This design comes from an exercise in tuning for small area, a short achievable clock period and few clock cycles on the open sky130 flow, not from production work. The RTL was checked by simulation tests, not by an equivalence proof against the original design. No activity file was given, so power comes from the tool's default toggle rates.

Design dma_backend, start of the top module:
module dma_backend #(
  parameter int unsigned MaxOut = 4    
) (
  input  logic        clk_i,
  input  logic        rst_ni,
  input  logic        valid_i,
  input  logic [31:0] req_src_i,
  input  logic [31:0] req_dst_i,
  input  logic [31:0] req_num_bytes_i,
  input  logic        req_serialize_i,
  output logic        ready_o,
  output logic [31:0] ar_addr_o,
  output logic [7:0]  ar_len_o,
  output logic        ar_valid_o,
  input  logic        ar_ready_i,
  output logic [31:0] aw_addr_o,
  output logic [7:0]  aw_len_o,
  output logic        aw_valid_o,
  input  logic        aw_ready_i,
  output logic [31:0] w_data_o,
  output logic        w_last_o,
  output logic        w_valid_o,
  input  logic        w_ready_i,
  input  logic [31:0] r_data_i,
  input  logic        r_last_i,
  input  logic        r_valid_i,
  output logic        r_ready_o,
  input  logic        b_valid_i,
  output logic        b_ready_o,
  output logic        backend_idle_o,
  output logic        trans_complete_o
);
  localparam int unsigned BPtrW = (MaxOut > 1) ? $clog2(MaxOut) : 1;
  logic              free_q;     
  logic              rdy_q;      
  logic              free_d;
  logic              calc_q;     
  logic              ser_q;      
  logic              ar_vld_q;
  logic              aw_vld_q;
  logic [29:0]       src_q;
  logic [29:0]       dst_q;
  logic [29:0]       left_q;
  logic [3:0]        len_q;      
  logic              last_q;     
  logic              ge16;       
  logic              gt16;       
  logic [3:0]        cap_s;
  logic [3:0]        cap_d;
  logic [3:0]        cap_l;
  logic [3:0]        cap_lr;
  logic              s_le_d;
  logic              s_le_l;
  logic              d_le_l;
  logic              l_le_s;
  logic              l_le_d;
  logic [3:0]        len_d;
  logic              last_d;
  logic              src_c4;
  logic              dst_c4;
  logic              left_b5;
  logic [29:4]       src_tg;     
  logic [29:4]       dst_tg;
  logic [29:5]       left_tg;
  logic [3:0]        src_lo_nx;
  logic [3:0]        dst_lo_nx;
  logic [4:0]        left_lo_nx;
  logic              req_nz;
  logic              accept;
  logic              issue;
  logic              advance;
  logic              ar_vld_d;
  logic              aw_vld_d;
  ...
Size in the first run: about 800 cells after synthesis, roughly 180 flip-flops, about 260 I/O pins, about 0.0089 sq mm of cells after synthesis.
Settings: LEC_CHECK=0, CAP_MARGIN=20, CORE_MARGIN=2, CORE_UTILIZATION=65, PLACE_DENSITY=0.75, SLEW_MARGIN=20; clock period 8.5 ns.
standard.sh (not shown) runs the stock make flow with config.mk's settings and CLKGATE_MAP_FILE= SYNTH_SCRIPT=/design/flow/synth_recipe.tcl, a recipe that flattens the netlist after the stock synthesis.
==> flow/flow/run.sh <==
#!/bin/bash
# standard layout; timing repair aims below the clock period, ports buffered with buf_1
bash standard.sh SETUP_SLACK_MARGIN=5.5 "BUFFER_PORTS_ARGS=-buffer_cell sky130_fd_sc_hd__buf_1" finish > standard.log 2>&1
The baseline finished clean.
Testbench counts at the start, summed over its fixed seeds: cycles 36,136.
Change:
==> flow/flow/run.sh (replaced) <==
#!/bin/bash
# standard layout; timing repair aims below the clock period, ports buffered with buf_1
bash standard.sh SETUP_SLACK_MARGIN=5.6 "BUFFER_PORTS_ARGS=-buffer_cell sky130_fd_sc_hd__buf_1" finish > standard.log 2>&1
Effect: The changed run ran to the end with no violations; cell area hardly moves; sequential power stays flat; die area is unchanged; global-route usage is higher by 1.0 points; flip-flop and latch count is unchanged; worst setup slack is better by 0.20 ns.
Change:
- CORE_UTILIZATION: 65 -> 60
- PLACE_DENSITY: 0.75 -> 0.7
Outcome: Register-to-register slack is better by 0.02 ns; design area increases by 0.37%; critical path depth increases by 1; area after synthesis does not change; utilization decreases by 6.3 points; first-iteration DRC count decreases by 35%; combinational power stays flat; global-route usage decreases by 2.8 points; routed wire length decreases by 1.4%.


Setup of pine:
Starting RTL as in the previous note.
Settings: LEC_CHECK=0, CAP_MARGIN=20, CORE_MARGIN=2, CORE_UTILIZATION=65, CTS_BUF_LIST=sky130_fd_sc_hd__clkbuf_8, PLACE_DENSITY=0.75, SLEW_MARGIN=20; clock period 8.5 ns.
==> flow/flow/run.sh <==
#!/bin/bash
# standard layout; timing repair aims below the clock period, ports buffered with buf_1
bash standard.sh SETUP_SLACK_MARGIN=5.6 "BUFFER_PORTS_ARGS=-buffer_cell sky130_fd_sc_hd__buf_1" finish > standard.log 2>&1
Testbench counts of pine, summed over its fixed seeds: cycles 36,136.
Input-level comparison between oak and pine:
- removing CTS_BUF_LIST (formerly sky130_fd_sc_hd__clkbuf_8)
==> flow/flow/run.sh <==
#!/bin/bash
# standard layout; timing repair aims below the clock period, ports buffered with buf_1
bash standard.sh SETUP_SLACK_MARGIN=5.7 "BUFFER_PORTS_ARGS=-buffer_cell sky130_fd_sc_hd__buf_1" finish > standard.log 2>&1
## What came out
- Lower sequential share of layout area was reported by oak, not pine.
- oak ends up with a wire length of the first global-routing pass that is about 6% higher than in pine.
- In the tables for pine and oak, core utilization reads higher with oak.
- [compare] base=pine new=oak: number of design-rule violations left by the first detailed-router iteration now sits lower, global routing met2 resource utilization went up.

## static timing again, ports no longer ideal
The results above use ideal ports. As a check the final layouts listed here were re-extracted and re-timed, cells and wires unchanged. Step 1 (the two cells are an assumption about what drives the block):
set clk [get_ports {clk_i}]
set_driving_cell -lib_cell sky130_fd_sc_hd__clkbuf_16 $clk
set_driving_cell -lib_cell sky130_fd_sc_hd__buf_2 [delete_from_list [all_inputs] $clk]
Step 2 also shifts input and output timing later by t, the mid clock arrival at the registers, as if the neighbouring blocks saw the same clock. a / b / c = ideal ports / drivers / drivers and shift; a / b = the first two.
| run | t (ns) | setup slack, ns | worst register clock-pin slew, ns |
|---|---|---|---|
| the first run of note 1 | 0.465 | 5.441 / 5.441 / 5.136 | 0.07 / 0.07 |
| the second run of note 1 | 0.475 | 5.642 / 5.601 / 5.226 | 0.08 / 0.08 |
| the third run of note 1 | 0.474 | 5.516 / 5.475 / 5.296 | 0.08 / 0.08 |
| pine | 0.496 | 5.593 / 5.558 / 5.225 | 0.11 / 0.11 |
| oak | 0.476 | 5.595 / 5.595 / 5.347 | 0.07 / 0.07 |
After both steps every run listed still meets setup and hold. For the second run of note 1, which loses most, drivers alone change the setup slack by -0.041 ns; drivers and shift together by -0.416 ns.
